Context: an optimization exercise on an open-source flow, tuned for small area, a short achievable clock period and few clock cycles. The choices shown serve that exercise and are no tape-out recipe.
In this exercise RTL edits were held to simulation tests only and were not proved equivalent to the original.
No activity file was given, so power comes from the tool's default toggle rates.

### flow/config.mk
export PLATFORM = sky130hd
export DESIGN_NAME = isp_top
export DESIGN_NICKNAME = isp_top
export VERILOG_FILES = /design/flow/design.v
export SDC_FILE = /design/flow/constraint.sdc
export NUM_CORES = 4
export LEC_CHECK = 0
export ABC_AREA = 1
export CAP_MARGIN = 20
export CORE_MARGIN = 2
export CORE_UTILIZATION = 60
export CTS_BUF_LIST = sky130_fd_sc_hd__clkbuf_16 sky130_fd_sc_hd__clkbuf_8 sky130_fd_sc_hd__clkbuf_4
export CTS_CLUSTER_DIAMETER = 80
export CTS_CLUSTER_SIZE = 30
export SETUP_SLACK_MARGIN = 5
export SLEW_MARGIN = 20
### flow/constraint.sdc
create_clock -name core_clock -period 8.0 [get_ports {clk}]
set_input_delay 1.6000 -clock core_clock [delete_from_list [all_inputs] [get_ports {clk}]]
set_output_delay 1.6000 -clock core_clock [all_outputs]
set_load 0.01 [all_outputs]
### flow/design.v
`default_nettype none
package isp_pkg;
    localparam int BEATS_PER_PIC  = 192;
    localparam int PIX_PER_BEAT   = 16;
    localparam int PLANE_BEATS    = 64;
    localparam int WIN_SIZE       = 6;
    localparam int WIN_FIRST_ROW  = 13;
    localparam int WIN_FIRST_COL  = 13;
    localparam int EXPO_SHIFT     = 10;
    localparam int RESULT_LATENCY = 16;
    typedef logic [7:0]   pixel_t;
    typedef logic [127:0] beat_t;
    typedef logic [7:0]   beat_idx_t;
    typedef logic [1:0]   ratio_t;
    typedef logic [7:0]   result_t;
    typedef logic [13:0]  diff_sum_t;
endpackage
`default_nettype wire
`timescale 1ns/1ps
`default_nettype none
module isp_focus_contrast (
    input  logic       clk,
    input  logic       rst_n,
    input  logic       start,
    input  logic [7:0] t0,
    input  logic [7:0] t1,
    input  logic [7:0] t2,
    input  logic [7:0] n0,
    input  logic [7:0] u0,
    input  logic [7:0] u1,
    input  logic [7:0] u2,
    output logic       rot,
    output logic       done,
    output logic [1:0] res
);
    typedef enum logic [1:0] {
        PH_IDLE,
        PH_ROT,       
        PH_SETTLE,    
        PH_DIV        
    } phase_t;
    phase_t     phase;
    logic [1:0] pass;
    logic [3:0] e;            
    logic [3:0] cnt;
    assign rot = (phase == PH_ROT);
    always_ff @(posedge clk or negedge rst_n) begin
        if (!rst_n) begin
            phase <= PH_IDLE;
            pass  <= '0;
            e     <= '0;
            cnt   <= '0;
            done  <= 1'b0;
        end else begin
            done <= 1'b0;
            if (start) begin
                phase <= PH_ROT;
                pass  <= '0;
                e     <= '0;
            end else begin
                case (phase)
                    PH_ROT: begin
                        e <= (e == 4'd11) ? 4'd0 : e + 4'd1;
                        if (e == 4'd11) begin
                            pass <= pass + 2'd1;
                        end
                        if (pass == 2'd2 && e == 4'd10) begin
                            phase <= PH_SETTLE;
                            cnt   <= '0;
                        end
                    end
                    PH_SETTLE: begin
                        cnt <= cnt + 4'd1;
                        if (cnt == 4'd4) begin
                            phase <= PH_DIV;
                            cnt   <= 4'd8;
                        end
                    end
                    PH_DIV: begin
                        cnt <= cnt - 4'd1;
                        if (cnt == 4'd0) begin
                            phase <= PH_IDLE;
                            done  <= 1'b1;
                        end
                    end
                    default: ;
                endcase
            end
        end
    end
    logic [2:0] r;
    logic       h;
    logic       r14, r13, r23, r2;
    logic [7:0] opa [2];
    logic [7:0] opb [2];
    logic       val [2];
    logic       c4  [2];
    logic       c2  [2];
    assign r   = e[3:1];
    assign h   = e[0];
    assign r14 = (r >= 3'd1) && (r <= 3'd4);
    assign r13 = (r >= 3'd1) && (r <= 3'd3);
    assign r23 = (r == 3'd2) || (r == 3'd3);
    assign r2  = (r == 3'd2);
    always_comb begin
        case (pass)
            2'd0: begin
                opa[0] = t0;  opb[0] = t1;
                opa[1] = t1;  opb[1] = t2;
                val[0] = 1'b1;  c4[0] = h && r14;   c2[0] = 1'b0;
                val[1] = 1'b1;  c4[1] = !h && r14;  c2[1] = 1'b0;
            end
            2'd1: begin
                opa[0] = t0;  opb[0] = u0;
                opa[1] = t2;  opb[1] = u2;
                val[0] = (r <= 3'd4);  c4[0] = h && r13;   c2[0] = h && r2;
                val[1] = (r <= 3'd4);  c4[1] = !h && r13;  c2[1] = !h && r2;
            end
            default: begin
                opa[0] = t2;  opb[0] = n0;
                opa[1] = t1;  opb[1] = u1;
                val[0] = !h;           c4[0] = !h && r14;  c2[0] = !h && r23;
                val[1] = (r <= 3'd4);  c4[1] = r13;        c2[1] = 1'b0;
            end
        endcase
    end
    logic [8:0] sd  [2];
    logic [7:0] dq  [2];
    logic       iq  [2];
    logic       q4m [2];
    logic       q2m [2];
    always_comb begin
        for (int j = 0; j < 2; j++) begin
            sd[j] = {1'b0, opa[j]} + {1'b0, ~opb[j]};
        end
    end
    always_ff @(posedge clk) begin
        for (int j = 0; j < 2; j++) begin
            dq[j]  <= (rot && val[j]) ? (sd[j][7:0] ^ {8{!sd[j][8]}}) : 8'd0;
            iq[j]  <= rot && val[j] && sd[j][8];
            q4m[j] <= c4[j];
            q2m[j] <= c2[j];
        end
    end
    logic [13:0] s6, s4;
    logic [9:0]  s2;
    logic [2:0]  k6, k4;      
    logic [1:0]  k2;          
    logic [13:0] a6x, a6y, a4x, a4y;
    logic [9:0]  a2x;
    logic        a2i;
    logic [13:0] n6, n4;
    logic [9:0]  n2;
    logic [2:0]  m6, m4;
    logic [1:0]  m2;
    logic [13:0] cs6, cc6, cs4, cc4;
    logic [14:0] cy6, cy4;
    logic [10:0] cy2;
    logic [13:0] b6, b4;
    always_comb begin
        a6x = 14'(dq[0]);
        a6y = 14'(dq[1]);
        a4x = 14'(dq[0] & {8{q4m[0]}});
        a4y = 14'(dq[1] & {8{q4m[1]}});
        a2x = 10'((dq[0] & {8{q2m[0]}}) | (dq[1] & {8{q2m[1]}}));
        a2i = (iq[0] && q2m[0]) || (iq[1] && q2m[1]);
        for (int k = 0; k < 14; k++) begin
            cs6[k] = s6[k] ^ a6x[k] ^ a6y[k];
            cc6[k] = (s6[k] & a6x[k]) | (s6[k] & a6y[k]) | (a6x[k] & a6y[k]);
            b6[k]  = (k == 0) ? iq[0] : cc6[k == 0 ? 0 : k - 1];
        end
        cy6[0] = iq[1];
        for (int k = 0; k < 14; k++) begin
            n6[k]     = cs6[k] ^ b6[k] ^ cy6[k];
            cy6[k+1]  = (cs6[k] & b6[k]) | (cs6[k] & cy6[k]) | (b6[k] & cy6[k]);
            if (k == 3 || k == 7 || k == 11) begin
                m6[k/4]  = cy6[k+1];
                cy6[k+1] = k6[k/4];
            end
        end
        for (int k = 0; k < 14; k++) begin
            cs4[k] = s4[k] ^ a4x[k] ^ a4y[k];
            cc4[k] = (s4[k] & a4x[k]) | (s4[k] & a4y[k]) | (a4x[k] & a4y[k]);
            b4[k]  = (k == 0) ? (iq[0] && q4m[0]) : cc4[k == 0 ? 0 : k - 1];
        end
        cy4[0] = iq[1] && q4m[1];
        for (int k = 0; k < 14; k++) begin
            n4[k]     = cs4[k] ^ b4[k] ^ cy4[k];
            cy4[k+1]  = (cs4[k] & b4[k]) | (cs4[k] & cy4[k]) | (b4[k] & cy4[k]);
            if (k == 3 || k == 7 || k == 11) begin
                m4[k/4]  = cy4[k+1];
                cy4[k+1] = k4[k/4];
            end
        end
        cy2[0] = a2i;
        for (int k = 0; k < 10; k++) begin
            n2[k]    = s2[k] ^ a2x[k] ^ cy2[k];
            cy2[k+1] = (s2[k] & a2x[k]) | (s2[k] & cy2[k]) | (a2x[k] & cy2[k]);
            if (k == 3 || k == 7) begin
                m2[k/4]  = cy2[k+1];
                cy2[k+1] = k2[k/4];
            end
        end
    end
    always_ff @(posedge clk) begin
        if (start) begin
            s6 <= '0;
            s4 <= '0;
            s2 <= '0;
            k6 <= '0;
            k4 <= '0;
            k2 <= '0;
        end else begin
            s6 <= n6;
            s4 <= n4;
            s2 <= n2;
            k6 <= m6;
            k4 <= m4;
            k2 <= m2;
        end
    end
    logic [5:0] rem;           
    logic [6:0] rem2;
    logic       qb6, qb2, qb4;
    logic       eq26, gt26, eq46, gt46, eq24, gt24;
    assign qb2  = (cnt <= 4'd7) ? s2[cnt + 4'd2] : 1'b0;
    assign qb4  = s4[cnt + 4'd4];
    assign rem2 = {rem, s6[cnt]};
    assign qb6  = (rem2 >= 7'd36);
    always_ff @(posedge clk) begin
        if (phase == PH_SETTLE) begin
            rem  <= {1'b0, s6[13:9]};
            eq26 <= 1'b1;
            gt26 <= 1'b0;
            eq46 <= 1'b1;
            gt46 <= 1'b0;
            eq24 <= 1'b1;
            gt24 <= 1'b0;
        end else if (phase == PH_DIV) begin
            rem <= 6'(qb6 ? rem2 - 7'd36 : rem2);
            if (eq26 && qb2 != qb6) begin
                eq26 <= 1'b0;
                gt26 <= qb2;
            end
            if (eq46 && qb4 != qb6) begin
                eq46 <= 1'b0;
                gt46 <= qb4;
            end
            if (eq24 && qb2 != qb4) begin
                eq24 <= 1'b0;
                gt24 <= qb2;
            end
        end
    end
    always_comb begin
        if ((eq24 || gt24) && (eq26 || gt26)) begin
            res = 2'd0;
        end else if (eq46 || gt46) begin
            res = 2'd1;
        end else begin
            res = 2'd2;
        end
    end
endmodule
`default_nettype wire
`timescale 1ns/1ps
`default_nettype none
module isp_exposure_acc (
    input  logic          clk,
    input  logic [127:0]  x,
    input  logic          en,      
    input  logic          sh,      
    output logic [10:0]   sa,
    output logic [10:0]   sb
);
    logic s1;
    logic c2;
    logic s3;
    logic c4;
    logic s5;
    logic c6;
    logic s7;
    logic c8;
    logic s9;
    logic c10;
    logic s11;
    logic c12;
    logic s13;
    logic c14;
    logic s15;
    logic c16;
    logic s17;
    logic c18;
    logic s19;
    logic c20;
    logic s21;
    logic c22;
    logic s23;
    logic c24;
    logic s25;
    logic c26;
    logic s27;
    logic c28;
    logic s29;
    logic c30;
    logic s31;
    logic c32;
    logic s33;
    logic c34;
    logic s35;
    logic c36;
    logic s37;
    logic c38;
    logic s39;
    logic c40;
    logic s41;
    logic c42;
    logic s43;
    logic c44;
    logic s45;
    logic c46;
    logic s47;
    logic c48;
    logic s49;
    logic c50;
    logic s51;
    logic c52;
    logic s53;
    logic c54;
    logic s55;
    logic c56;
    logic s57;
    logic c58;
    logic s59;
    logic c60;
    logic s61;
    logic c62;
    logic s63;
    logic c64;
    logic s65;
    logic c66;
    logic s67;
    logic c68;
    logic s69;
    logic c70;
    logic s71;
    logic c72;
    logic s73;
    logic c74;
    logic s75;
    logic c76;
    logic s77;
    logic c78;
    logic s79;
    logic c80;
    logic s81;
    logic c82;
    logic s83;
    logic c84;
    logic s85;
    logic c86;
    logic s87;
    logic c88;
    logic s89;
    logic c90;
    logic s91;
    logic c92;
    logic s93;
    logic c94;
    logic s95;
    logic c96;
    logic s97;
    logic c98;
    logic s99;
    logic c100;
    logic s101;
    logic c102;
    logic s103;
    logic c104;
    logic q105;
    logic q106;
    logic q107;
    logic q108;
    logic q109;
    logic q110;
    logic q111;
    logic q112;
    logic q113;
    logic q114;
    logic q115;
    logic q116;
    logic q117;
    logic q118;
    logic q119;
    logic q120;
    logic q121;
    logic q122;
    logic q123;
    logic q124;
    logic q125;
    logic q126;
    logic q127;
    logic q128;
    logic q129;
    logic q130;
    logic q131;
    logic q132;
    logic q133;
    logic q134;
    logic q135;
    logic q136;
    logic q137;
    logic q138;
    logic q139;
    logic q140;
    logic q141;
    logic q142;
    logic q143;
    logic q144;
    logic q145;
    logic q146;
    logic q147;
    logic q148;
    logic q149;
    logic q150;
    logic q151;
    logic q152;
    logic q153;
    logic q154;
    logic q155;
    logic q156;
    logic q157;
    logic q158;
    logic q159;
    logic q160;
    logic q161;
    logic q162;
    logic q163;
    logic q164;
    logic q165;
    logic q166;
    logic q167;
    logic q168;
    logic q169;
    logic q170;
    logic q171;
    logic q172;
    logic q173;
    logic q174;
    logic q175;
    logic q176;
    logic q177;
    logic q178;
    logic q179;
    logic q180;
    logic q181;
    logic q182;
    logic q183;
    logic s184;
    logic c185;
    logic s186;
    logic c187;
    logic s188;
    logic c189;
    logic s190;
    logic c191;
    logic s192;
    logic c193;
    logic s194;
    logic c195;
    logic s196;
    logic c197;
    logic s198;
    logic c199;
    logic s200;
    logic c201;
    logic s202;
    logic c203;
    logic s204;
    logic c205;
    logic s206;
    logic c207;
    logic s208;
    logic c209;
    logic s210;
    logic c211;
    logic s212;
    logic c213;
    logic s214;
    logic c215;
    logic s216;
    logic c217;
    logic s218;
    logic c219;
    logic s220;
    logic c221;
    logic s222;
    logic c223;
    logic s224;
    logic c225;
    logic s226;
    logic c227;
    logic s228;
    logic c229;
    logic s230;
    logic c231;
    logic s232;
    logic c233;
    logic s234;
    logic c235;
    logic s236;
    logic c237;
    logic s238;
    logic c239;
    logic s240;
    logic c241;
    logic s242;
    logic c243;
    logic s244;
    logic c245;
    logic s246;
    logic c247;
    logic s248;
    logic c249;
    logic s250;
    logic c251;
    logic s252;
    logic c253;
    logic s254;
    logic c255;
    logic s256;
    logic c257;
    logic s258;
    logic c259;
    logic s260;
    logic c261;
    logic s262;
    logic c263;
    logic s264;
    logic c265;
    logic s266;
    logic c267;
    logic s268;
    logic c269;
    logic s270;
    logic c271;
    logic s272;
    logic c273;
    logic s274;
    logic c275;
    logic s276;
    logic c277;
    logic s278;
    logic c279;
    logic s280;
    logic c281;
    logic s282;
    logic c283;
    logic s284;
    logic c285;
    logic s286;
    logic c287;
    logic s288;
    logic c289;
    logic s290;
    logic c291;
    logic s292;
    logic c293;
    logic s294;
    logic c295;
    logic s296;
    logic c297;
    logic s298;
    logic c299;
    logic s300;
    logic c301;
    logic s302;
    logic c303;
    logic s304;
    logic c305;
    logic s306;
    logic c307;
    assign s1 = x[0] ^ x[8] ^ x[16];
    assign c2 = (x[0] & x[8]) | (x[0] & x[16]) | (x[8] & x[16]);
    assign s3 = x[24] ^ x[32];
    assign c4 = x[24] & x[32];
    assign s5 = x[1] ^ x[9] ^ x[17];
    assign c6 = (x[1] & x[9]) | (x[1] & x[17]) | (x[9] & x[17]);
    assign s7 = x[25] ^ x[33] ^ x[41];
    assign c8 = (x[25] & x[33]) | (x[25] & x[41]) | (x[33] & x[41]);
    assign s9 = x[49] ^ x[57];
    assign c10 = x[49] & x[57];
    assign s11 = x[2] ^ x[10] ^ x[18];
    assign c12 = (x[2] & x[10]) | (x[2] & x[18]) | (x[10] & x[18]);
    assign s13 = x[26] ^ x[34] ^ x[42];
    assign c14 = (x[26] & x[34]) | (x[26] & x[42]) | (x[34] & x[42]);
    assign s15 = x[50] ^ x[58] ^ x[66];
    assign c16 = (x[50] & x[58]) | (x[50] & x[66]) | (x[58] & x[66]);
    assign s17 = x[3] ^ x[11] ^ x[19];
    assign c18 = (x[3] & x[11]) | (x[3] & x[19]) | (x[11] & x[19]);
    assign s19 = x[27] ^ x[35] ^ x[43];
    assign c20 = (x[27] & x[35]) | (x[27] & x[43]) | (x[35] & x[43]);
    assign s21 = x[51] ^ x[59] ^ x[67];
    assign c22 = (x[51] & x[59]) | (x[51] & x[67]) | (x[59] & x[67]);
    assign s23 = x[4] ^ x[12] ^ x[20];
    assign c24 = (x[4] & x[12]) | (x[4] & x[20]) | (x[12] & x[20]);
    assign s25 = x[28] ^ x[36] ^ x[44];
    assign c26 = (x[28] & x[36]) | (x[28] & x[44]) | (x[36] & x[44]);
    assign s27 = x[52] ^ x[60] ^ x[68];
    assign c28 = (x[52] & x[60]) | (x[52] & x[68]) | (x[60] & x[68]);
    assign s29 = x[5] ^ x[13] ^ x[21];
    assign c30 = (x[5] & x[13]) | (x[5] & x[21]) | (x[13] & x[21]);
    assign s31 = x[29] ^ x[37] ^ x[45];
    assign c32 = (x[29] & x[37]) | (x[29] & x[45]) | (x[37] & x[45]);
    assign s33 = x[53] ^ x[61] ^ x[69];
    assign c34 = (x[53] & x[61]) | (x[53] & x[69]) | (x[61] & x[69]);
    assign s35 = x[6] ^ x[14] ^ x[22];
    assign c36 = (x[6] & x[14]) | (x[6] & x[22]) | (x[14] & x[22]);
    assign s37 = x[30] ^ x[38] ^ x[46];
    assign c38 = (x[30] & x[38]) | (x[30] & x[46]) | (x[38] & x[46]);
    assign s39 = x[54] ^ x[62] ^ x[70];
    assign c40 = (x[54] & x[62]) | (x[54] & x[70]) | (x[62] & x[70]);
    assign s41 = x[7] ^ x[15] ^ x[23];
    assign c42 = (x[7] & x[15]) | (x[7] & x[23]) | (x[15] & x[23]);
    assign s43 = x[31] ^ x[39] ^ x[47];
    assign c44 = (x[31] & x[39]) | (x[31] & x[47]) | (x[39] & x[47]);
    assign s45 = x[55] ^ x[63] ^ x[71];
    assign c46 = (x[55] & x[63]) | (x[55] & x[71]) | (x[63] & x[71]);
    assign s47 = s1 ^ s3 ^ x[40];
    assign c48 = (s1 & s3) | (s1 & x[40]) | (s3 & x[40]);
    assign s49 = x[48] ^ x[56] ^ x[64];
    assign c50 = (x[48] & x[56]) | (x[48] & x[64]) | (x[56] & x[64]);
    assign s51 = s5 ^ s7 ^ s9;
    assign c52 = (s5 & s7) | (s5 & s9) | (s7 & s9);
    assign s53 = x[65] ^ x[73] ^ x[81];
    assign c54 = (x[65] & x[73]) | (x[65] & x[81]) | (x[73] & x[81]);
    assign s55 = x[89] ^ x[97] ^ x[105];
    assign c56 = (x[89] & x[97]) | (x[89] & x[105]) | (x[97] & x[105]);
    assign s57 = s11 ^ s13 ^ s15;
    assign c58 = (s11 & s13) | (s11 & s15) | (s13 & s15);
    assign s59 = x[74] ^ x[82] ^ x[90];
    assign c60 = (x[74] & x[82]) | (x[74] & x[90]) | (x[82] & x[90]);
    assign s61 = x[98] ^ x[106] ^ x[114];
    assign c62 = (x[98] & x[106]) | (x[98] & x[114]) | (x[106] & x[114]);
    assign s63 = x[122] ^ c6;
    assign c64 = x[122] & c6;
    assign s65 = s17 ^ s19 ^ s21;
    assign c66 = (s17 & s19) | (s17 & s21) | (s19 & s21);
    assign s67 = x[75] ^ x[83] ^ x[91];
    assign c68 = (x[75] & x[83]) | (x[75] & x[91]) | (x[83] & x[91]);
    assign s69 = x[99] ^ x[107] ^ x[115];
    assign c70 = (x[99] & x[107]) | (x[99] & x[115]) | (x[107] & x[115]);
    assign s71 = x[123] ^ c12 ^ c14;
    assign c72 = (x[123] & c12) | (x[123] & c14) | (c12 & c14);
    assign s73 = s23 ^ s25 ^ s27;
    assign c74 = (s23 & s25) | (s23 & s27) | (s25 & s27);
    assign s75 = x[76] ^ x[84] ^ x[92];
    assign c76 = (x[76] & x[84]) | (x[76] & x[92]) | (x[84] & x[92]);
    assign s77 = x[100] ^ x[108] ^ x[116];
    assign c78 = (x[100] & x[108]) | (x[100] & x[116]) | (x[108] & x[116]);
    assign s79 = x[124] ^ c18 ^ c20;
    assign c80 = (x[124] & c18) | (x[124] & c20) | (c18 & c20);
    assign s81 = s29 ^ s31 ^ s33;
    assign c82 = (s29 & s31) | (s29 & s33) | (s31 & s33);
    assign s83 = x[77] ^ x[85] ^ x[93];
    assign c84 = (x[77] & x[85]) | (x[77] & x[93]) | (x[85] & x[93]);
    assign s85 = x[101] ^ x[109] ^ x[117];
    assign c86 = (x[101] & x[109]) | (x[101] & x[117]) | (x[109] & x[117]);
    assign s87 = x[125] ^ c24 ^ c26;
    assign c88 = (x[125] & c24) | (x[125] & c26) | (c24 & c26);
    assign s89 = s35 ^ s37 ^ s39;
    assign c90 = (s35 & s37) | (s35 & s39) | (s37 & s39);
    assign s91 = x[78] ^ x[86] ^ x[94];
    assign c92 = (x[78] & x[86]) | (x[78] & x[94]) | (x[86] & x[94]);
    assign s93 = x[102] ^ x[110] ^ x[118];
    assign c94 = (x[102] & x[110]) | (x[102] & x[118]) | (x[110] & x[118]);
    assign s95 = x[126] ^ c30 ^ c32;
    assign c96 = (x[126] & c30) | (x[126] & c32) | (c30 & c32);
    assign s97 = s41 ^ s43 ^ s45;
    assign c98 = (s41 & s43) | (s41 & s45) | (s43 & s45);
    assign s99 = x[79] ^ x[87] ^ x[95];
    assign c100 = (x[79] & x[87]) | (x[79] & x[95]) | (x[87] & x[95]);
    assign s101 = x[103] ^ x[111] ^ x[119];
    assign c102 = (x[103] & x[111]) | (x[103] & x[119]) | (x[111] & x[119]);
    assign s103 = x[127] ^ c36 ^ c38;
    assign c104 = (x[127] & c36) | (x[127] & c38) | (c36 & c38);
    assign s184 = q105 ^ q106 ^ q107;
    assign c185 = (q105 & q106) | (q105 & q107) | (q106 & q107);
    assign s186 = q108 ^ q109;
    assign c187 = q108 & q109;
    assign s188 = q114 ^ q115 ^ q116;
    assign c189 = (q114 & q115) | (q114 & q116) | (q115 & q116);
    assign s190 = q117 ^ q118 ^ q119;
    assign c191 = (q117 & q118) | (q117 & q119) | (q118 & q119);
    assign s192 = q120 ^ q121;
    assign c193 = q120 & q121;
    assign s194 = q123 ^ q124 ^ q125;
    assign c195 = (q123 & q124) | (q123 & q125) | (q124 & q125);
    assign s196 = q126 ^ q127 ^ q128;
    assign c197 = (q126 & q127) | (q126 & q128) | (q127 & q128);
    assign s198 = q129 ^ q130 ^ q131;
    assign c199 = (q129 & q130) | (q129 & q131) | (q130 & q131);
    assign s200 = q132 ^ q133 ^ q134;
    assign c201 = (q132 & q133) | (q132 & q134) | (q133 & q134);
    assign s202 = q135 ^ q136 ^ q137;
    assign c203 = (q135 & q136) | (q135 & q137) | (q136 & q137);
    assign s204 = q138 ^ q139 ^ q140;
    assign c205 = (q138 & q139) | (q138 & q140) | (q139 & q140);
    assign s206 = q141 ^ q142 ^ q143;
    assign c207 = (q141 & q142) | (q141 & q143) | (q142 & q143);
    assign s208 = q144 ^ q145 ^ q146;
    assign c209 = (q144 & q145) | (q144 & q146) | (q145 & q146);
    assign s210 = q147 ^ q148 ^ q149;
    assign c211 = (q147 & q148) | (q147 & q149) | (q148 & q149);
    assign s212 = q150 ^ q151 ^ q152;
    assign c213 = (q150 & q151) | (q150 & q152) | (q151 & q152);
    assign s214 = q153 ^ q154 ^ q155;
    assign c215 = (q153 & q154) | (q153 & q155) | (q154 & q155);
    assign s216 = q156 ^ q157 ^ q158;
    assign c217 = (q156 & q157) | (q156 & q158) | (q157 & q158);
    assign s218 = q159 ^ q160 ^ q161;
    assign c219 = (q159 & q160) | (q159 & q161) | (q160 & q161);
    assign s220 = q162 ^ q163 ^ q164;
    assign c221 = (q162 & q163) | (q162 & q164) | (q163 & q164);
    assign s222 = q165 ^ q166 ^ q167;
    assign c223 = (q165 & q166) | (q165 & q167) | (q166 & q167);
    assign s224 = q168 ^ q169 ^ q170;
    assign c225 = (q168 & q169) | (q168 & q170) | (q169 & q170);
    assign s226 = q171 ^ q172 ^ q173;
    assign c227 = (q171 & q172) | (q171 & q173) | (q172 & q173);
    assign s228 = q174 ^ q175 ^ q176;
    assign c229 = (q174 & q175) | (q174 & q176) | (q175 & q176);
    assign s230 = q177 ^ q178 ^ q179;
    assign c231 = (q177 & q178) | (q177 & q179) | (q178 & q179);
    assign s232 = q180 ^ q181 ^ q182;
    assign c233 = (q180 & q181) | (q180 & q182) | (q181 & q182);
    assign s234 = s184 ^ s186 ^ q110;
    assign c235 = (s184 & s186) | (s184 & q110) | (s186 & q110);
    assign s236 = s188 ^ s190 ^ s192;
    assign c237 = (s188 & s190) | (s188 & s192) | (s190 & s192);
    assign s238 = q122 ^ c185;
    assign c239 = q122 & c185;
    assign s240 = s194 ^ s196 ^ s198;
    assign c241 = (s194 & s196) | (s194 & s198) | (s196 & s198);
    assign s242 = c189 ^ c191 ^ c193;
    assign c243 = (c189 & c191) | (c189 & c193) | (c191 & c193);
    assign s244 = s200 ^ s202 ^ s204;
    assign c245 = (s200 & s202) | (s200 & s204) | (s202 & s204);
    assign s246 = c195 ^ c197 ^ c199;
    assign c247 = (c195 & c197) | (c195 & c199) | (c197 & c199);
    assign s248 = s206 ^ s208 ^ s210;
    assign c249 = (s206 & s208) | (s206 & s210) | (s208 & s210);
    assign s250 = c201 ^ c203 ^ c205;
    assign c251 = (c201 & c203) | (c201 & c205) | (c203 & c205);
    assign s252 = s212 ^ s214 ^ s216;
    assign c253 = (s212 & s214) | (s212 & s216) | (s214 & s216);
    assign s254 = c207 ^ c209 ^ c211;
    assign c255 = (c207 & c209) | (c207 & c211) | (c209 & c211);
    assign s256 = s218 ^ s220 ^ s222;
    assign c257 = (s218 & s220) | (s218 & s222) | (s220 & s222);
    assign s258 = c213 ^ c215 ^ c217;
    assign c259 = (c213 & c215) | (c213 & c217) | (c215 & c217);
    assign s260 = s224 ^ s226 ^ s228;
    assign c261 = (s224 & s226) | (s224 & s228) | (s226 & s228);
    assign s262 = c219 ^ c221 ^ c223;
    assign c263 = (c219 & c221) | (c219 & c223) | (c221 & c223);
    assign s264 = s230 ^ s232 ^ q183;
    assign c265 = (s230 & s232) | (s230 & q183) | (s232 & q183);
    assign s266 = c225 ^ c227 ^ c229;
    assign c267 = (c225 & c227) | (c225 & c229) | (c227 & c229);
    assign s268 = s234 ^ q111;
    assign c269 = s234 & q111;
    assign s270 = s236 ^ s238 ^ c187;
    assign c271 = (s236 & s238) | (s236 & c187) | (s238 & c187);
    assign s272 = s240 ^ s242 ^ c237;
    assign c273 = (s240 & s242) | (s240 & c237) | (s242 & c237);
    assign s274 = s244 ^ s246 ^ c241;
    assign c275 = (s244 & s246) | (s244 & c241) | (s246 & c241);
    assign s276 = s248 ^ s250 ^ c245;
    assign c277 = (s248 & s250) | (s248 & c245) | (s250 & c245);
    assign s278 = s252 ^ s254 ^ c249;
    assign c279 = (s252 & s254) | (s252 & c249) | (s254 & c249);
    assign s280 = s256 ^ s258 ^ c253;
    assign c281 = (s256 & s258) | (s256 & c253) | (s258 & c253);
    assign s282 = s260 ^ s262 ^ c257;
    assign c283 = (s260 & s262) | (s260 & c257) | (s262 & c257);
    assign s284 = s264 ^ s266 ^ c261;
    assign c285 = (s264 & s266) | (s264 & c261) | (s266 & c261);
    assign s286 = c231 ^ c233 ^ c265;
    assign c287 = (c231 & c233) | (c231 & c265) | (c233 & c265);
    assign s288 = s268 ^ q112;
    assign c289 = s268 & q112;
    assign s290 = s270 ^ c235 ^ c269;
    assign c291 = (s270 & c235) | (s270 & c269) | (c235 & c269);
    assign s292 = s272 ^ c239 ^ c271;
    assign c293 = (s272 & c239) | (s272 & c271) | (c239 & c271);
    assign s294 = s274 ^ c243 ^ c273;
    assign c295 = (s274 & c243) | (s274 & c273) | (c243 & c273);
    assign s296 = s276 ^ c247 ^ c275;
    assign c297 = (s276 & c247) | (s276 & c275) | (c247 & c275);
    assign s298 = s278 ^ c251 ^ c277;
    assign c299 = (s278 & c251) | (s278 & c277) | (c251 & c277);
    assign s300 = s280 ^ c255 ^ c279;
    assign c301 = (s280 & c255) | (s280 & c279) | (c255 & c279);
    assign s302 = s282 ^ c259 ^ c281;
    assign c303 = (s282 & c259) | (s282 & c281) | (c259 & c281);
    assign s304 = s284 ^ c263 ^ c283;
    assign c305 = (s284 & c263) | (s284 & c283) | (c263 & c283);
    assign s306 = s286 ^ c267 ^ c285;
    assign c307 = (s286 & c267) | (s286 & c285) | (c267 & c285);
    always_ff @(posedge clk) begin
        q105 <= s47;
        q106 <= s49;
        q107 <= x[72];
        q108 <= x[80];
        q109 <= x[88];
        q110 <= x[96];
        q111 <= x[104];
        q112 <= x[112];
        q113 <= x[120];
        q114 <= s51;
        q115 <= s53;
        q116 <= s55;
        q117 <= x[113];
        q118 <= x[121];
        q119 <= c2;
        q120 <= c4;
        q121 <= c48;
        q122 <= c50;
        q123 <= s57;
        q124 <= s59;
        q125 <= s61;
        q126 <= s63;
        q127 <= c8;
        q128 <= c10;
        q129 <= c52;
        q130 <= c54;
        q131 <= c56;
        q132 <= s65;
        q133 <= s67;
        q134 <= s69;
        q135 <= s71;
        q136 <= c16;
        q137 <= c58;
        q138 <= c60;
        q139 <= c62;
        q140 <= c64;
        q141 <= s73;
        q142 <= s75;
        q143 <= s77;
        q144 <= s79;
        q145 <= c22;
        q146 <= c66;
        q147 <= c68;
        q148 <= c70;
        q149 <= c72;
        q150 <= s81;
        q151 <= s83;
        q152 <= s85;
        q153 <= s87;
        q154 <= c28;
        q155 <= c74;
        q156 <= c76;
        q157 <= c78;
        q158 <= c80;
        q159 <= s89;
        q160 <= s91;
        q161 <= s93;
        q162 <= s95;
        q163 <= c34;
        q164 <= c82;
        q165 <= c84;
        q166 <= c86;
        q167 <= c88;
        q168 <= s97;
        q169 <= s99;
        q170 <= s101;
        q171 <= s103;
        q172 <= c40;
        q173 <= c90;
        q174 <= c92;
        q175 <= c94;
        q176 <= c96;
        q177 <= c42;
        q178 <= c44;
        q179 <= c46;
        q180 <= c98;
        q181 <= c100;
        q182 <= c102;
        q183 <= c104;
        sa <= !en ? '0 : sh ? {1'b0, c287, s306, s304, s302, s300, s298, s296, s294, s292, s290} : {c287, s306, s304, s302, s300, s298, s296, s294, s292, s290, s288};
        sb <= !en ? '0 : sh ? {1'b0, c307, c305, c303, c301, c299, c297, c295, c293, c291, c289} : {c307, c305, c303, c301, c299, c297, c295, c293, c291, c289, q113};
    end
endmodule
`default_nettype wire
`timescale 1ns/1ps
`default_nettype none
module isp_top (
    input  logic             clk,
    input  logic             rst_n,
    input  logic             in_valid,
    input  logic             in_mode,
    input  isp_pkg::ratio_t  in_ratio_mode,
    input  logic             pix_valid,
    input  isp_pkg::beat_t   pix_data,
    output logic             busy,
    output logic             out_valid,
    output isp_pkg::result_t out_data
);
    logic [7:0] bcnt;       
    logic       mode_q;
    logic [1:0] ratio_q;
    logic       busy_q;
    logic       rmode;      
    logic [1:0] rratio;
    logic       last0;
    assign last0 = pix_valid && (bcnt == 8'd191);
    always_ff @(posedge clk or negedge rst_n) begin
        if (!rst_n) begin
            bcnt    <= '0;
            mode_q  <= 1'b0;
            ratio_q <= '0;
            busy_q  <= 1'b0;
            rmode   <= 1'b0;
            rratio  <= '0;
        end else begin
            if (in_valid) begin
                bcnt    <= '0;
                mode_q  <= in_mode;
                ratio_q <= in_ratio_mode;
                busy_q  <= 1'b1;
            end else if (pix_valid) begin
                bcnt <= last0 ? 8'd0 : bcnt + 8'd1;
                if (last0) begin
                    busy_q <= 1'b0;
                end
            end
            if (last0) begin
                rmode  <= mode_q;
                rratio <= ratio_q;
            end
        end
    end
    assign busy = busy_q;
    logic red0, green0, blue0, wrow0;
    assign red0   = (bcnt[7:6] == 2'd0);
    assign green0 = (bcnt[7:6] == 2'd1);
    assign blue0  = (bcnt[7:6] == 2'd2);
    assign wrow0  = (bcnt[5:0] >= 6'd26) && (bcnt[5:0] <= 6'd37);
    logic       sat;
    logic [3:0] thr;
    logic [7:0] colmask0;
    logic [127:0] xbits;
    assign sat = mode_q && (ratio_q == 2'd3);
    assign thr = green0 ? 4'(3 - ratio_q) : 4'(4 - ratio_q);
    always_comb begin
        for (int j = 0; j < 8; j++) begin
            colmask0[j] = (4'(j) >= thr) && !(sat && j == 7);
        end
        for (int i = 0; i < 16; i++) begin
            for (int j = 0; j < 8; j++) begin
                xbits[8*i + j] = colmask0[j] && (pix_data[8*i + j] || (j < 7 && sat && pix_data[8*i + 7]));
            end
        end
    end
    logic [10:0] sa, sb;
    isp_exposure_acc i_tree (
        .clk (clk),
        .x   (xbits),
        .en  (v1),
        .sh  (!g1),
        .sa  (sa),
        .sb  (sb)
    );
    logic        v1, v2, e3;
    logic        first1, first2, last1, last2, g1;
    logic [18:0] acc;     
    always_ff @(posedge clk or negedge rst_n) begin
        if (!rst_n) begin
            v1    <= 1'b0;
            v2    <= 1'b0;
            last1 <= 1'b0;
            last2 <= 1'b0;
            e3    <= 1'b0;
        end else begin
            v1    <= pix_valid;
            v2    <= v1;
            last1 <= last0;
            last2 <= last1;
            e3    <= v2 && last2;
        end
    end
    always_ff @(posedge clk) begin
        first1 <= pix_valid && (bcnt == 8'd0);
        first2 <= first1;
        g1     <= green0;
        acc <= (first2 ? 19'd0 : acc) + 19'(sa) + 19'(sb);
    end
    logic [7:0] expo_res;
    always_comb begin
        case (rratio)
            2'd0:    expo_res = {2'b0, acc[18:13]};
            2'd1:    expo_res = {1'b0, acc[18:12]};
            2'd2:    expo_res = acc[18:11];
            default: expo_res = acc[17:10];
        endcase
    end
    logic       wv1, wred1, wend1;
    logic [6:0] wp1 [3];
    always_ff @(posedge clk or negedge rst_n) begin
        if (!rst_n) begin
            wv1    <= 1'b0;
            wend1  <= 1'b0;
        end else begin
            wv1    <= pix_valid && !mode_q && wrow0;
            wend1  <= pix_valid && !mode_q && blue0 && (bcnt[5:0] == 6'd37);
        end
    end
    always_ff @(posedge clk) begin
        wred1 <= red0;
        for (int j = 0; j < 3; j++) begin
            if (bcnt[0]) begin
                wp1[j] <= green0 ? pix_data[8*j + 1 +: 7] : {1'b0, pix_data[8*j + 2 +: 6]};
            end else begin
                wp1[j] <= green0 ? pix_data[8*(13 + j) + 1 +: 7] : {1'b0, pix_data[8*(13 + j) + 2 +: 6]};
            end
        end
    end
    logic [7:0] ch [3][12];
    logic       pact;         
    logic       chain_en;
    assign chain_en = wv1 || pact;
    always_ff @(posedge clk) begin
        if (chain_en) begin
            for (int j = 0; j < 3; j++) begin
                ch[j][0] <= (wred1 && wv1 ? 8'd0 : ch[j][11]) + (wv1 ? 8'(wp1[j]) : 8'd0);
                for (int k = 1; k < 12; k++) begin
                    ch[j][k] <= ch[j][k-1];
                end
            end
        end
    end
    logic       fdone_p;
    logic [1:0] fres;
    isp_focus_contrast i_contrast (
        .clk   (clk),
        .rst_n (rst_n),
        .start (wv1 && wend1),
        .t0    (ch[0][11]),
        .t1    (ch[1][11]),
        .t2    (ch[2][11]),
        .n0    (ch[0][10]),
        .u0    (ch[0][9]),
        .u1    (ch[1][9]),
        .u2    (ch[2][9]),
        .rot   (pact),
        .done  (fdone_p),
        .res   (fres)
    );
    logic pend, fire, fdone;
    assign fire = (e3 || pend) && (rmode || fdone);
    always_ff @(posedge clk or negedge rst_n) begin
        if (!rst_n) begin
            pend      <= 1'b0;
            fdone     <= 1'b0;
            out_valid <= 1'b0;
            out_data  <= '0;
        end else begin
            pend      <= !fire && (pend || e3);
            fdone     <= !fire && (fdone || fdone_p);
            out_valid <= fire;
            out_data  <= fire ? (rmode ? expo_res : {6'd0, fres}) : 8'd0;
        end
    end
endmodule
`default_nettype wire
### flow/flow/run.sh
#!/bin/bash
# The standard layout (standard.sh), with plain buffers (buf_1) on the
# ports instead of the delay buffers buffer_ports picks by default.
set -euo pipefail
mkdir -p logs
export BUFFER_PORTS_ARGS="-buffer_cell sky130_fd_sc_hd__buf_1"
bash standard.sh > logs/standard.log 2>&1
### flow/standard.sh
#!/bin/bash
# synth_recipe.tcl (not shown) runs the flow's synth.tcl, then flattens the netlist and writes it again
# the make line also repeats each setting of config.mk as NAME=value (left out here)
make -C /OpenROAD-flow-scripts/flow DESIGN_CONFIG=/design/flow/config.mk WORK_HOME=/design/flow/orfs CLKGATE_MAP_FILE= SYNTH_SCRIPT=/design/flow/synth_recipe.tcl "${@:-finish}"
==> results of run 1 <==
## cells in the final DEF, fill, tap and decap left out, drive strengths merged, types with 4 or more instances in the layout
cell and count:
clkbuf 40, or2 4, o21ai 199, nand2 373, nand3 60, a22o 8
xor2 32, edfxtp 293, clkinv 6, o21a 30, inv 401, o22ai 9
xnor2 18, buf 167, dfrtp 46, nand4 8, nor2 212, dfxtp 220
fa 165, a21oi 96, o211ai 9, clkinvlp 5, o21bai 4, nor4 6
ha 86, a31oi 5, nor3 14
## metrics by stage
step	hold slack, ps	total power [mW]	cells
floorplan	310	4.87	2377
global placement	316	5.55	3012
detailed placement	323	5.61	3012
CTS	325	7.38	3074
global route	322	7.77	3087
finish	316	7.34	3087
## worst max-delay path by stage
stage,start,end,slack [ps],cells after the start
2_1_floorplan,i_contrast.phase[1]$_DFFE_PN0P_,ch[0][0]$_DFFE_PP_,4840,3
3_3_place_gp,pix_data[71],i_tree.q141$_DFF_P_,4540,7
3_5_place_dp,pix_data[71],i_tree.q159$_DFF_P_,4540,7
4_1_cts,ratio_q[0]$_DFFE_PN0P_,i_tree.q141$_DFF_P_,5000,7
5_1_grt,i_contrast.pass[0]$_DFFE_PN0P_,i_contrast.dq[0][0]$_SDFF_PN0_,4990,13
6_report,i_tree.q179$_DFF_P_,i_tree.sa[9]$_SDFF_PN0_,5110,8
## flip-flops by register name, indices dropped and copies added, names as in the netlist, 3 cells and up
name and count:
ch 288, wp1 21, i_contrast.dq 16, i_contrast.e 4
i_contrast.k6 3, i_contrast.s6 14, i_contrast.k4 3, acc 19
out_data 8, i_contrast.s2 10, i_tree.sa 11, i_contrast.rem 6
i_tree.sb 11, bcnt 8, i_contrast.s4 14, i_contrast.cnt 4
## worst max-delay path, cell delays in order, from the launching register on
cell	delay, ps
dfxtp_1	320
inv_1	50
fa_1	540
inv_1	60
fa_1	520
fa_2	410
fa_1	620
o21ai_0	110
a21oi_1	190
## metal layers
metal  wire length [um]  track usage  vias to the layer above
met4               1970       0.0787                        0
li1                   -            -                     7942
met1              24700        0.357                     7979
met3               3180       0.0377                      108
met2              25600        0.404                      451
met5                  0            0                        -
## power by group
part | internal [mW] | leakage, nW | switching [mW]
sequential | 3.20 | 5.05 | 0.0990
clock | 0.780 | 0.509 | 0.995
combinational | 0.959 | 6.57 | 1.31
total | 4.94 | 12.1 | 2.40
## kinds of logic (layout without fill, tap and decap cells)
logic type               after synthesis  count (layout)  synth area share
XOR/XNOR                              50              50            0.0169
adder cells (fa/ha/maj)              251             251             0.169
AO/OA/AOI/OAI                        376             376            0.0818
AND/OR/NAND/NOR                      682             683             0.108
buffers and inverters                457             620            0.0678
multiplexers                           2               2          0.000775
flip-flops                           559             559             0.556
## layout make-up
type	instances	area [um2]	area share
Clock buffer	38	811	0.0287
Tap cell	546	683	0.0242
Multi-Input combinational cell	1362	9840	0.348
Clock inverter	14	221	0.00784
Timing Repair Buffer	170	817	0.0289
Timing Repair inverter	2	12.5	0.000443
Inverter	396	1510	0.0533
Sequential cell	559	14400	0.508
## timing repair
item,CTS,global route
pin swaps,3,7
resized for setup,16,33
hold buffers,0,0
cloned,3,2
endpoints found under the hold margin,0,0
setup endpoints to repair,50,45
buffers inserted,7,11
==> impl_metrics.env, run 1 <==
export IMPL_syn_inst=2377
export IMPL_diodes=0
export IMPL_drive_gt1_frac=0.0571
export IMPL_grt_usage=0.251
export IMPL_critPathCaptureType="flip-flop"
export IMPL_synth_yosys_seq_area_share=0.556
export IMPL_synth_flop_cell="edfxtp_1"
export IMPL_fin_area_um2=28300
export IMPL_path_class="flip-flop to flip-flop"
export IMPL_synth_warnings=17
export IMPL_finalCritPeriodShare=0.361
export IMPL_die_w_um=212
export IMPL_drtPass1Iterations=7
export IMPL_clkTransAtPathRegs_ps=110
export IMPL_whs_path_depth=0
export IMPL_grt_max_degree=191
export IMPL_cp_max_fo=2
export IMPL_ys_ff_latch=559
export IMPL_cts_buffers=28
export IMPL_fin_ws_ps=5110
export IMPL_post_place_ws_ps=4540
export IMPL_area_growth_pct=9.37
export IMPL_clock_path_buffers=3
export IMPL_overflow=0
export IMPL_rows=76
export IMPL_async_reset_ff_frac=0.0823
export IMPL_nets=2905
export IMPL_grt_pass1_wl_mm=86.0
export IMPL_wl_per_cell_um=18.0
export IMPL_num_vias=16500
export IMPL_outcome="complete, no violations"
export IMPL_fmax_ghz=0.346
export IMPL_syn_cell_area_um2=25800
export IMPL_power_leakage_nw=12.1
export IMPL_final_core_util=0.660
export IMPL_ys_top_cells_by_area="edfxtp_1, dfxtp_1, fa_1"
export IMPL_grt_pass1_vias=16200
export IMPL_num_io_pins=145
export IMPL_synth_top_area_cell="edfxtp_1"
export IMPL_syn_num_nets=2763
export IMPL_cp_arrival_ps=3420
export IMPL_synth_top_cell_area_share=0.341
export IMPL_r2r_worst_path_cells=8
export IMPL_yosysMostFrequentCell="inv_1"
export IMPL_r2r_start="i_tree.q179$_DFF_P_"
export IMPL_cts_sinks=559
export IMPL_finalCriticalPeriod_ps=2890
export IMPL_htreeDepth=1
export IMPL_antenna_found_initial=0
export IMPL_setup_tns_ps=0
export IMPL_regToRegSetupSlack_ps=5110
export IMPL_coreArea_um2=42800
export IMPL_die_area_um2=44700
export IMPL_tightest_slew_ps=1170
export IMPL_place_area_um2=26900
export IMPL_avgSynthCellArea_um2=10.9
export IMPL_worstPathRequired_ps=8530
export IMPL_routed_via_density=5.34
export IMPL_wirelength_mm=55.5
export IMPL_power_density_nw_per_um2=260
export IMPL_synth_edf_count=293
export IMPL_worstHoldStart="first1$_DFF_P_"
export IMPL_hold_path_class="flip-flop to flip-flop"
export IMPL_rsz0062_at_grt="true"
export IMPL_finalSetupViolations=0
export IMPL_slew_viol_final=0
export IMPL_dp_hpwl_mm=40.6
export IMPL_clock_latency_ps=610
export IMPL_finalClockSkew_ps=27.7
export IMPL_die_h_um=212
export IMPL_min_to="first2$_DFF_P_"
export IMPL_finalHoldViolCount=0
export IMPL_slew_headroom=0.223
export IMPL_n_fill_cell=3433
export IMPL_ir_drop_mv=0.223
export IMPL_startpoint_type="flip-flop"
export IMPL_drc=0
export IMPL_start_util=0.604
export IMPL_ant_nets=0
export IMPL_synth_common_cells="inv_1, nand2_1, edfxtp_1, dfxtp_1, nor2_1"
export IMPL_cap_viol_max_count=0
export IMPL_reg2reg_to="i_tree.sa[9]$_SDFF_PN0_"
export IMPL_portBuffers=144
export IMPL_drtIter0Drc=1347
export IMPL_root_buffer="clkbuf_16"
export IMPL_synthDistinctLibCells=60
export IMPL_cts_tree="built"
export IMPL_place_gp_congestion=0.932
Testbench counts, summed over its fixed seeds: cycles 18,629.
==> inputs of run 2 (changes only) <==
--- a/flow/config.mk
+++ b/flow/config.mk
@@ -11,3 +11,2 @@
 export CORE_UTILIZATION = 60
-export CTS_BUF_LIST = sky130_fd_sc_hd__clkbuf_16 sky130_fd_sc_hd__clkbuf_8 sky130_fd_sc_hd__clkbuf_4
 export CTS_CLUSTER_DIAMETER = 80
==> impl_metrics.env, run 2 <==
export IMPL_cp_max_fo=2
export IMPL_slew_viol_final=0
export IMPL_synth_top_cell_area_share=0.341
export IMPL_overflow=0
export IMPL_hold_slack_ps=317
export IMPL_drtPass1Iterations=8
export IMPL_root_buffer="clkbuf_16"
export IMPL_synth_common_cells="inv_1, nand2_1, edfxtp_1, dfxtp_1, nor2_1"
export IMPL_final_core_util=0.660
export IMPL_finalSetupViolations=0
export IMPL_die_w_um=212
export IMPL_wirelength_mm=55.5
export IMPL_rows=76
export IMPL_outcome="complete, no violations"
export IMPL_ant_nets=0
export IMPL_syn_num_nets=2763
export IMPL_grt_pass1_wl_mm=86.0
export IMPL_async_reset_ff_frac=0.0823
export IMPL_register_area_um2=14400
export IMPL_num_io_pins=145
export IMPL_synth_top_area_cell="edfxtp_1"
export IMPL_nets=2905
export IMPL_ctsHoldBuffers=0
export IMPL_worstHoldStart="first1$_DFF_P_"
export IMPL_clock_path_buffers=3
export IMPL_n_fill_cell=3433
export IMPL_cp_arrival_ps=3420
export IMPL_finalHoldViolCount=0
export IMPL_synth_edf_count=293
export IMPL_synth_yosys_seq_area_share=0.556
export IMPL_multi_input_area_um2=9840
export IMPL_clock_latency_ps=610
export IMPL_largest_reg_flops=288
export IMPL_drc=0
export IMPL_cts_buffers=28
export IMPL_synth_flop_cell="edfxtp_1"
export IMPL_diodes=0
export IMPL_die_area_um2=44700
export IMPL_routed_via_density=5.33
export IMPL_setup_tns_ps=0
export IMPL_place_gp_congestion=0.932
export IMPL_synthDistinctLibCells=60
export IMPL_syn_inst=2377
export IMPL_top_regs="ch x288, wp1 x21, acc x19"
export IMPL_r2r_start="i_tree.q179$_DFF_P_"
export IMPL_syn_cell_area_um2=25800
export IMPL_startpoint_type="flip-flop"
export IMPL_crit_start="i_tree.q179$_DFF_P_"
export IMPL_worstPathRequired_ps=8530
export IMPL_fin_ws_ps=5100
export IMPL_grt_max_degree=191
export IMPL_regMostFlops="ch"
export IMPL_clkTransAtPathRegs_ps=110
export IMPL_start_util=0.604
export IMPL_critPathCaptureType="flip-flop"
export IMPL_yosysMostFrequentCell="inv_1"
export IMPL_rsz0062_at_grt="true"
export IMPL_grt_usage=0.251
export IMPL_dp_hpwl_mm=40.6
export IMPL_power_density_nw_per_um2=259
export IMPL_die_h_um=212
export IMPL_cts_tree="built"
export IMPL_finalClockSkew_ps=27.8
export IMPL_finalCriticalPeriod_ps=2900
export IMPL_cts_sinks=559
export IMPL_synth_warnings=17
export IMPL_ys_top_cells_by_area="edfxtp_1, dfxtp_1, fa_1"
export IMPL_path_class="flip-flop to flip-flop"
export IMPL_ys_ff_latch=559
export IMPL_tightest_slew_ps=1160
export IMPL_power_leakage_nw=12.1
export IMPL_finalCritPeriodShare=0.362
export IMPL_portBuffers=144
export IMPL_area_growth_pct=9.25
export IMPL_drtIter0Drc=1306
export IMPL_htreeDepth=1
export IMPL_grt_pass1_vias=16200
export IMPL_wl_per_cell_um=18.0
export IMPL_slew_headroom=0.225
export IMPL_final_common_cell="inv_1"
export IMPL_post_place_ws_ps=4540
export IMPL_fmax_ghz=0.345
export IMPL_avgSynthCellArea_um2=10.9
export IMPL_coreArea_um2=42800
export IMPL_num_vias=16500
export IMPL_drive_gt1_frac=0.0539
export IMPL_hold_path_class="flip-flop to flip-flop"
export IMPL_cap_viol_max_count=0
export IMPL_power_mw=7.31
export IMPL_layout_common_cells="inv_1, nand2_1, edfxtp_1"
export IMPL_ir_drop_mv=0.226
export IMPL_antenna_found_initial=0
run 2: area by class of cell:
type,instances,area share
Sequential cell,559,0.509
Multi-Input combinational cell,1362,0.349
Inverter,396,0.0533
Timing Repair Buffer,170,0.0289
Clock buffer,38,0.0277
Tap cell,546,0.0242
Clock inverter,14,0.00785
Timing Repair inverter,2,0.000443
run 2: worst max-delay path, stage by stage (launching register included):
cell and delay (ps):
dfxtp_1 320, inv_1 50, fa_1 540, inv_1 60
fa_1 520, fa_2 410, fa_1 620, o21ai_0 110
a21oi_1 190
run 2: power breakdown:
group | switching, mW | leakage, nW | internal, mW
clock network | 0.992 | 0.481 | 0.753
registers | 0.0988 | 5.05 | 3.20
logic | 1.31 | 6.57 | 0.961
total | 2.40 | 12.1 | 4.91
run 2: stage by stage:
stage,instance area [um2],cells
after floorplan,25900,2377
after detailed placement,26900,3012
after global routing,28200,3087
final,28200,3087
after CTS,28000,3074
after global placement,26900,3012
run 2: logic make-up after synthesis:
kind of cell | count (synthesis) | synth area share
fa+ha+maj | 251 | 0.169
buf+inv | 457 | 0.0678
mux | 2 | 0.000775
simple gates | 682 | 0.108
flops | 559 | 0.556
compound gates | 376 | 0.0818
xor+xnor | 50 | 0.0169
run 2: per-layer routing:
layer,vias to the layer above,share of wire,GRT usage
li1,7937,-,-
met1,7958,0.45,0.357
met2,461,0.46,0.403
met3,109,0.056,0.0377
met4,0,0.036,0.0787
met5,-,0,0
run 2: path summary, 6_finish.rpt:
| check | cells past startpoint | endpoint | slack [ps] |
|---|---|---|---|
| setup / recovery | 8 | i_tree.sa[9]$_SDFF_PN0_ | 5100 |
| hold / removal | 0 | first2$_DFF_P_ | 320 |
| setup reg to reg | 8 | i_tree.sa[9]$_SDFF_PN0_ | 5100 |
| hold reg to reg | 0 | first2$_DFF_P_ | 320 |
| max in group asynchronous | 2 | ratio_q[0]$_DFFE_PN0P_ | 6400 |
| min in group asynchronous | 2 | out_data[5]$_DFF_PN0_ | 1110 |
run 2: timing repair:
action | 4_1_cts | 5_1_grt
gates resized for setup | 16 | 33
gates cloned | 3 | 2
buffers inserted | 7 | 11
pin swaps | 3 | 7
setup endpoints to repair | 50 | 45
==> inputs of run 3 (changes only) <==
--- a/flow/config.mk
+++ b/flow/config.mk
@@ -10,3 +10,3 @@
 export CORE_MARGIN = 2
-export CORE_UTILIZATION = 60
+export CORE_UTILIZATION = 65
 export CTS_CLUSTER_DIAMETER = 80
==> impl_metrics.env, run 3 <==
export IMPL_clock_latency_ps=610
export IMPL_drtPass1Iterations=5
export IMPL_fmax_ghz=0.345
export IMPL_rows=73
export IMPL_synth_edf_count=293
export IMPL_antenna_found_initial=1
export IMPL_clock_path_buffers=3
export IMPL_drtIter0Drc=1355
export IMPL_top_regs="ch x288, wp1 x21, acc x19"
export IMPL_power_density_nw_per_um2=257
export IMPL_dp_hpwl_mm=40.2
export IMPL_synth_compound_area_share=0.0818
export IMPL_ir_drop_mv=0.361
export IMPL_finalHoldViolCount=0
export IMPL_synthAdderAreaFrac=0.169
export IMPL_yosys_area_share_xor_xnor=0.0169
export IMPL_wirelength_mm=55.0
export IMPL_start_util=0.655
export IMPL_synth_top_cell_area_share=0.341
export IMPL_overflow=0
export IMPL_ys_top_cells_by_area="edfxtp_1, dfxtp_1, fa_1"
export IMPL_power_mw=7.23
export IMPL_combPwrFrac=0.318
export IMPL_ys_ff_latch=559
export IMPL_syn_num_nets=2763
export IMPL_tightest_slew_ps=1080
export IMPL_avgSynthCellArea_um2=10.9
export IMPL_clkTransAtPathRegs_ps=100
export IMPL_internal_power_mw=4.87
export IMPL_outcome="complete, no violations"
export IMPL_multi_input_area_um2=9890
export IMPL_critPathCaptureType="flip-flop"
export IMPL_slew_viol_final=0
export IMPL_cts_tree="built"
export IMPL_crit_chain="fa_1, fa_1, inv_1, fa_1, inv_1, fa_1, o21ai_0, nor2_1"
export IMPL_ant_nets=0
export IMPL_htreeDepth=1
export IMPL_hold_path_class="flip-flop to flip-flop"
export IMPL_switching_share=0.327
export IMPL_synth_warnings=17
export IMPL_coreArea_um2=39500
export IMPL_num_io_pins=145
export IMPL_die_h_um=203
export IMPL_rsz0062_at_grt="false"
export IMPL_cp_max_fo=2
export IMPL_root_buffer="clkbuf_16"
export IMPL_yosysMostFrequentCell="inv_1"
export IMPL_finalClockSkew_ps=44.0
export IMPL_cts_buffers=26
export IMPL_routed_via_density=5.49
export IMPL_wl_per_cell_um=18.0
export IMPL_synth_top_area_cell="edfxtp_1"
export IMPL_num_vias=16800
export IMPL_switchingPower_mw=2.36
export IMPL_synthMuxAreaShare=0.000775
export IMPL_yosys_area_share_simple=0.108
export IMPL_place_gp_congestion=0.951
export IMPL_die_w_um=203
export IMPL_n_fill_cell=2891
export IMPL_cpMostUsedCell="fa_1"
export IMPL_syn_cell_area_um2=25800
export IMPL_cp_buffers_inverters=2
export IMPL_final_common_cell="inv_1"
export IMPL_diodes=0
export IMPL_p_seq_frac=0.457
export IMPL_clockPowerShare=0.225
export IMPL_grt_pass1_wl_mm=85.4
export IMPL_hold_slack_ps=333
export IMPL_cts_sinks=559
export IMPL_layout_common_cells="inv_1, nand2_1, edfxtp_1"
export IMPL_path_class="flip-flop to flip-flop"
export IMPL_drive_gt1_frac=0.0560
export IMPL_slew_headroom=0.277
export IMPL_drc=0
export IMPL_cpPeakStageDelay_ps=550
export IMPL_setup_tns_ps=0
export IMPL_area_growth_pct=8.99
export IMPL_regMostFlops="ch"
export IMPL_nets=2903
export IMPL_synth_yosys_seq_area_share=0.556
export IMPL_synthDistinctLibCells=60
export IMPL_synth_top_family_by_area="adder cells"
export IMPL_finalCriticalPeriod_ps=2900
export IMPL_register_area_um2=14400
export IMPL_finalSetupViolations=0
export IMPL_grt_pass1_vias=16500
export IMPL_portBuffers=144
export IMPL_async_reset_ff_frac=0.0823
export IMPL_worstPathRequired_ps=8470
export IMPL_power_leakage_nw=12.1
export IMPL_grt_usage=0.266
export IMPL_grt_max_degree=175
export IMPL_startpoint_type="flip-flop"
export IMPL_synth_common_cells="inv_1, nand2_1, edfxtp_1, dfxtp_1, nor2_1"
export IMPL_synth_flop_cell="edfxtp_1"
export IMPL_finalCritPeriodShare=0.363
export IMPL_die_area_um2=41400
export IMPL_slowest_stage="fa_1"
export IMPL_crit_family="adder cells"
export IMPL_cap_viol_max_count=0
export IMPL_cp_arrival_ps=3380
export IMPL_largest_reg_flops=288
export IMPL_syn_inst=2377
## run 3: cell counts after synthesis
Identical to the previous run, type by type.
## run 3: kinds of logic (layout without fill, tap and decap cells)
logic type / count (synthesis) / after routing
AO/OA/AOI/OAI: 376 / 376
XOR/XNOR: 50 / 50
adder cells (fa/ha/maj): 251 / 251
buffers and inverters: 457 / 616
flip-flops: 559 / 559
multiplexers: 2 / 2
AND/OR/NAND/NOR: 682 / 683
## run 3: path summary, 6_finish.rpt
check	depth (start not counted)	slack [ps]	endpoint	start
setup / recovery	8	5100	i_tree.sa[1]$_SDFF_PN0_	i_tree.q125$_DFF_P_
hold / removal	0	330	first2$_DFF_P_	first1$_DFF_P_
setup reg to reg	8	5100	i_tree.sa[1]$_SDFF_PN0_	i_tree.q125$_DFF_P_
hold reg to reg	0	330	first2$_DFF_P_	first1$_DFF_P_
max in group asynchronous	2	6420	wv1$_DFF_PN0_	rst_n
min in group asynchronous	2	1090	bcnt[6]$_DFFE_PN0P_	rst_n
## run 3: metal layers
metal  track usage  wire length, um  vias to the layer above
met5             0                0                        -
met4         0.104             2480                        0
met3        0.0414             3630                      149
met2         0.426            25400                      577
met1         0.372            23400                     8146
li1              -                -                     7945
## run 3: power groups by stage
stage | Combinational, mW | Sequential [mW] | Clock [mW]
after floorplan | 1.54 | 3.33 | 0
after global placement | 2.16 | 3.37 | 0
after detailed placement | 2.23 | 3.37 | 0
after CTS | 2.24 | 3.30 | 1.67
after global routing | 2.57 | 3.32 | 1.75
final | 2.30 | 3.30 | 1.62
## run 3: per-stage QoR
stage	area [um2]	std cells	util	worst slack, ps
floorplan	25900	2377	-	4840
global placement	26800	2991	0.680	4620
detailed placement	26800	2991	0.680	4520
CTS	27900	3049	0.706	4940
global route	28200	3062	0.714	4960
finish	28200	3062	0.714	5100
## run 3: layout make-up
cell class | instances | area share
Sequential cell | 559 | 0.510
Multi-Input combinational cell | 1362 | 0.351
Inverter | 396 | 0.0534
Timing Repair Buffer | 170 | 0.0298
Clock buffer | 33 | 0.0240
Tap cell | 525 | 0.0233
Clock inverter | 15 | 0.00751
Timing Repair inverter | 2 | 0.000533
## run 3: repair_timing
item,in CTS,in global routing
cloned,2,4
setup endpoints to repair,54,49
pin swaps,4,7
hold buffers,0,0
setup buffers,8,9
gates resized for setup,15,49
==> inputs of run 4 (changes only) <==
--- a/flow/config.mk
+++ b/flow/config.mk
@@ -10,6 +10,6 @@
 export CORE_MARGIN = 2
-export CORE_UTILIZATION = 65
+export CORE_UTILIZATION = 60
 export CTS_CLUSTER_DIAMETER = 80
 export CTS_CLUSTER_SIZE = 30
-export SETUP_SLACK_MARGIN = 5
+export SETUP_SLACK_MARGIN = 4.5
 export SLEW_MARGIN = 20
==> impl_metrics.env, run 4 <==
export IMPL_outcome="complete, no violations"
export IMPL_grt_pass1_vias=16000
export IMPL_fin_cells=3070
export IMPL_finalCriticalPeriod_ps=3220
export IMPL_slew_viol_final=0
export IMPL_rows=76
export IMPL_num_io_pins=145
export IMPL_finalCritPeriodShare=0.402
export IMPL_coreArea_um2=42800
export IMPL_place_inst=3012
export IMPL_power_mw=7.36
export IMPL_critPathCaptureType="flip-flop"
export IMPL_slew_headroom=0.226
export IMPL_hold_path_class="flip-flop to flip-flop"
export IMPL_power_leakage_nw=12.0
export IMPL_drtPass1Iterations=7
export IMPL_cp_max_fo=24
export IMPL_overflow=0
export IMPL_place_area_um2=26900
export IMPL_nets=2887
export IMPL_startpoint_type="flip-flop"
export IMPL_syn_cell_area_um2=25800
export IMPL_grt_pass1_wl_mm=83.8
export IMPL_cts_buffers=29
export IMPL_yosysMostFrequentCell="inv_1"
export IMPL_ant_nets=0
export IMPL_cts_tree="built"
export IMPL_power_density_nw_per_um2=263
export IMPL_rsz0062_at_grt="false"
export IMPL_hold_slack_ps=343
export IMPL_cpMostUsedCell="nor2_1"
export IMPL_diodes=0
export IMPL_dp_hpwl_mm=39.9
export IMPL_synth_yosys_seq_area_share=0.556
export IMPL_drtIter0Drc=1547
export IMPL_synth_top_area_cell="edfxtp_1"
export IMPL_regMostFlops="ch"
export IMPL_tightest_slew_ps=1160
export IMPL_clock_path_buffers=3
export IMPL_synthDistinctLibCells=60
export IMPL_slowest_stage="dfrtp_1"
export IMPL_ir_drop_mv=0.230
export IMPL_start_util=0.604
export IMPL_drive_gt1_frac=0.0353
export IMPL_ys_ff_latch=559
export IMPL_crit_chain="nand2_1, clkinvlp_4, nor2_1, ha_1, inv_1, fa_1, o21ai_0, a21oi_1, nor2_1, nor2_1, xnor2_1"
export IMPL_num_vias=16300
export IMPL_synth_top_cell_area_share=0.341
export IMPL_synth_common_cells="inv_1, nand2_1, edfxtp_1, dfxtp_1, nor2_1"
export IMPL_syn_num_nets=2763
export IMPL_antenna_found_initial=0
export IMPL_root_buffer="clkbuf_16"
export IMPL_die_w_um=212
export IMPL_drc=0
export IMPL_top_regs="ch x288, wp1 x21, acc x19"
export IMPL_finalSetupViolations=0
export IMPL_avgSynthCellArea_um2=10.9
export IMPL_cpPeakStageDelay_ps=680
export IMPL_crit_family="simple AND/OR/NAND/NOR gates"
export IMPL_fin_area_um2=28000
export IMPL_ctsHoldBuffers=0
export IMPL_setup_tns_ps=0
export IMPL_fmax_ghz=0.311
export IMPL_syn_inst=2377
export IMPL_wirelength_mm=53.7
export IMPL_synth_warnings=17
export IMPL_die_h_um=212
export IMPL_area_growth_pct=8.23
export IMPL_path_class="flip-flop to flip-flop"
export IMPL_finalClockSkew_ps=32.9
export IMPL_clkTransAtPathRegs_ps=100
export IMPL_place_gp_congestion=0.934
export IMPL_routed_via_density=5.31
export IMPL_portBuffers=144
export IMPL_cap_viol_max_count=0
export IMPL_final_common_cell="inv_1"
export IMPL_wl_per_cell_um=17.5
export IMPL_cp_buffers_inverters=2
export IMPL_cts_sinks=559
export IMPL_die_area_um2=44700
export IMPL_clock_latency_ps=620
export IMPL_cp_arrival_ps=3600
export IMPL_async_reset_ff_frac=0.0823
export IMPL_synth_edf_count=293
export IMPL_worstPathRequired_ps=8380
export IMPL_layout_common_cells="inv_1, nand2_1, edfxtp_1"
export IMPL_largest_reg_flops=288
export IMPL_grt_usage=0.244
export IMPL_grt_max_degree=197
export IMPL_htreeDepth=1
export IMPL_synth_flop_cell="edfxtp_1"
export IMPL_ys_top_cells_by_area="edfxtp_1, dfxtp_1, fa_1"
export IMPL_finalHoldViolCount=0
[run 4: cell types whose count changed in the layout (fill, tap and decap cells not counted), moves of 5 or more]
cell     delta
inv_8       -5
inv_16      +5
o21ai_1    -11
inv_2       -8
inv_1       +9
buf_4      -13
fa_2        -6
o21ai_0    +14
fa_1        +6
[run 4: stage by stage]
step,worst slack (ps),utilization
4_1_cts,4550,0.652
3_5_place_dp,4290,0.628
3_3_place_gp,4360,0.628
5_1_grt,4520,0.654
2_1_floorplan,4670,-
6_report,4780,0.654
[run 4: worst paths after layout]
kind / startpoint / end / slack [ps] / cells after the start
hold reg to reg: first1$_DFF_P_ / first2$_DFF_P_ / 340 / 0
hold / removal: first1$_DFF_P_ / first2$_DFF_P_ / 340 / 0
max in group asynchronous: rst_n / i_contrast.cnt[2]$_DFFE_PN0P_ / 6460 / 2
setup / recovery: wv1$_DFF_PN0_ / ch[12][6]$_DFFE_PP_ / 4780 / 11
min in group asynchronous: rst_n / out_data[5]$_DFF_PN0_ / 1080 / 2
setup reg to reg: wv1$_DFF_PN0_ / ch[12][6]$_DFFE_PP_ / 4780 / 11
[run 4: power by group]
group          leakage [nW]  internal (mW)  total (mW)  switching (mW)
Clock                 0.494          0.756        1.77            1.01
Combinational          6.47          0.964        2.29            1.33
Sequential             5.06           3.20        3.30           0.100
[run 4: area by class of cell]
| type | count | area [um2] |
|---|---|---|
| Fill cell | 3458 | 14800 |
| Sequential cell | 559 | 14400 |
| Multi-Input combinational cell | 1361 | 9740 |
| Inverter | 396 | 1500 |
| Clock buffer | 38 | 769 |
| Tap cell | 546 | 683 |
| Timing Repair Buffer | 153 | 651 |
| Clock inverter | 16 | 262 |
| Timing Repair inverter | 1 | 5.00 |
[run 4: cells by family after synthesis]
logic type / after synthesis / synth area share
xor+xnor: 50 / 0.0169
compound gates: 376 / 0.0818
simple gates: 682 / 0.108
mux: 2 / 0.000775
flops: 559 / 0.556
buf+inv: 457 / 0.0678
fa+ha+maj: 251 / 0.169
[run 4: routing by layer]
metal	part of all wire	track usage	wire, um
met1	0.44	0.342	23800
met2	0.46	0.392	24800
met3	0.058	0.0360	3130
met4	0.037	0.0864	2010
met5	0	0	0
[run 4: timing repair]
action / CTS / global route
endpoints found under the setup margin: 0 / 66
gates resized for setup: 0 / 7
buffers inserted: 0 / 2

## re-timing with driven ports
The results above use ideal ports. As a check the final layouts listed here were re-extracted and re-timed, cells and wires unchanged. Step 1: set_driving_cell puts a clkbuf_16 on clk and a buf_2 on each other input, an assumption about the parent block. Step 2, shift: input delay + t, output delay - t, t = (earliest + latest rising clock arrival at the registers) / 2. This alone moves slack from input paths to output paths. Three values: ideal, step 1, step 2; two values: the first two.
| run | t (ns) | setup slack, ns | worst slew at a driven data input, ns |
|---|---|---|---|
| run 1 | 0.655 | 5.111 / 5.111 / 4.541 | 0.06 |
| run 2 | 0.655 | 5.104 / 5.104 / 4.527 | 0.06 |
| run 3 | 0.645 | 5.100 / 5.100 / 4.492 | 0.06 |
| run 4 | 0.661 | 4.783 / 4.783 / 4.213 | 0.06 |
After both steps setup and hold are still met in every run listed. The setup slack of run 3, which loses most, moves by 0.000 ns with the drivers and by -0.608 ns with both steps.
